Background: an optimization exercise with open tools, aiming at small area. Do not read the settings as production practice. The RTL was checked by simulation tests, not by an equivalence proof against the original design. Power figures rest on the tool's default switching activity, not on a simulated workload.

== run 1 ==
Design cam_if_top, start of the top module:
module cam_if_top (
    input  logic                   s_cam_clk_dft,
    input  logic                   rstn_i,
    input  logic                   cfg_valid_i,
    input  logic                   cfg_rwn_i,
    input  cam_cfg_pkg::cfg_addr_e cfg_addr_i,
    input  cam_cfg_pkg::cfg_word_t cfg_data_i,
    output cam_cfg_pkg::cfg_word_t cfg_data_o,
    output logic                   cfg_ready_o,
    input  cam_pix_pkg::pix_byte_t cam_data_i,
    input  logic                   cam_hsync_i,
    input  logic                   cam_vsync_i,
    output cam_pix_pkg::out_word_t data_o,
    output logic                   data_valid_o,
    input  logic                   data_ready_i,
    output logic                   frame_evt_o
);
Settings: LEC_CHECK=0, ABC_AREA=1, CAP_MARGIN=0, CORE_MARGIN=2, CORE_UTILIZATION=60, CTS_CLUSTER_DIAMETER=100, CTS_CLUSTER_SIZE=24, GPL_TIMING_DRIVEN=0, SLEW_MARGIN=0; clock period 8.0 ns.
run.sh (not shown) runs the stock make flow with config.mk's settings and CLKGATE_MAP_FILE= SYNTH_SCRIPT=/design/flow/synth_recipe.tcl, a recipe that flattens the netlist after the stock synthesis.
The final layout from run 1, which completed every stage, passed the timing, DRC and antenna checks at the end of the flow.
The following lists how run 2 was set up differently from run 1:
Settings: changing SLEW_MARGIN from 0 to 20; changing CAP_MARGIN from 0 to 20; removing GPL_TIMING_DRIVEN (formerly 0).
==> flow/flow/run.sh (new file) <==
#!/bin/bash
set -euo pipefail
export BUFFER_PORTS_ARGS="-buffer_cell sky130_fd_sc_hd__buf_1"
export CTS_ARGS="-sink_clustering_enable -repair_clock_nets -dont_use_dummy_load -sink_clustering_size 24 -sink_clustering_max_diameter 100"
bash standard.sh > flow_make.log 2>&1
==> flow/standard.sh (new file) <==
#!/bin/bash
# synth_recipe.tcl (not shown) runs the flow's synth.tcl, then flattens the netlist and writes it again
# the make line also repeats each setting of config.mk as NAME=value (left out here)
make -C /OpenROAD-flow-scripts/flow DESIGN_CONFIG=/design/flow/config.mk WORK_HOME=/design/flow/orfs CLKGATE_MAP_FILE= SYNTH_SCRIPT=/design/flow/synth_recipe.tcl "${@:-finish}"
removed: flow/run.sh
Findings:
Both conditions hold for run 2: the flow ran to the end and the final layout passed the timing, DRC and antenna checks.
According to the power report, total power for run 2 is lower than for run 1.
Number of cells in the finished layout apart from fillers came out lower on run 2 than on run 1.
H-tree depth: run 2 vs run 1 identical
Note that the number of global-route vias before repair recorded for run 1 amounts to 1.06 times the value seen in run 2.
[compare] base=run 1 new=run 2: share of flip-flops with an asynchronous set or reset essentially unchanged, worst hold path depth has remained practically unchanged.
Via density per instance, run 2 and run 1: lower on run 2
Run 2 has count of port buffers added during placement above what run 1 had.
Against run 1 as the reference, run 2 delivers a lower final wirelength.
Looking at relative slew slack, run 2 sits 21 points above run 1.
Input-level comparison between run 3 and run 2:
--- a/flow/flow/run.sh
+++ b/flow/flow/run.sh
@@ -4,0 +5 @@
+export RECOVER_POWER=100
### Flow results
Run 3 finished all stages; layout check result: FAIL, due to max-capacitance violations, max-slew violations.
Re wire length of the first global-routing pass: no difference whatsoever between run 2 and run 3.
Compared with run 2, the detailed router inserted fewer vias in run 3.
Changes observed in run 3 relative to run 2: sequential share of cell area now sits higher; buffer share of cell area now sits lower.
Summary of the comparison: total power per unit cell area is higher in run 3, relative to run 2.
~same clock skew in run 2 and run 3
The power on run 2 is in line with that on run 3.
Row final standard cell area without fillers: run 3 lower / run 2 higher
Between run 2 and run 3, the difference in aggregate routed wire length is negligible.
Between run 2 and run 3, minimum clock period is lower for run 3, run 2 comes in above that.
> inputs changed (run 3 -> run 4)
--- a/flow/flow/run.sh
+++ b/flow/flow/run.sh
@@ -5 +4,0 @@
-export RECOVER_POWER=100
Run 4 went all the way through synthesis, placement and routing and the layout is clean on timing, DRC and antenna.
Diff run 3 -> run 4: total power held steady, combinational power held steady, tightest hold margin shrank by 3.1 ps.
Data-path buffer share of cell area in the final layout (lower): run 3
Sequential share of layout area came out lower on run 4 than on run 3.
Delta (run 4 minus run 3): highest attainable clock frequency has remained practically unchanged, routed wire length has remained practically unchanged.

re-timing with driven ports:
The flow's constraints put no driver on any port. The routed layouts listed below were extracted and timed again, unchanged, in two steps.
Step 1, drivers: a clkbuf_16 drives s_cam_clk_dft and a buf_2 each remaining input, both assumed.
Step 2 also shifts input and output timing later by t, the mid clock arrival at the registers, as if the neighbouring blocks saw the same clock.
a / b / c = no drivers / after step 1 / after step 2; a / b = the first two.
run	shift t [ns]	setup slack, ns	hold slack, ns	clock arrival spread, ns
run 1	0.566	0.150 / 0.150 / 0.150	0.357 / 0.357 / 0.357	0.020 / 0.020
run 2	0.556	0.249 / 0.249 / 0.249	0.361 / 0.361 / 0.361	0.083 / 0.082
run 3	0.553	0.262 / 0.262 / 0.262	0.364 / 0.364 / 0.364	0.080 / 0.080
run 4	0.556	0.249 / 0.249 / 0.249	0.361 / 0.361 / 0.361	0.083 / 0.082
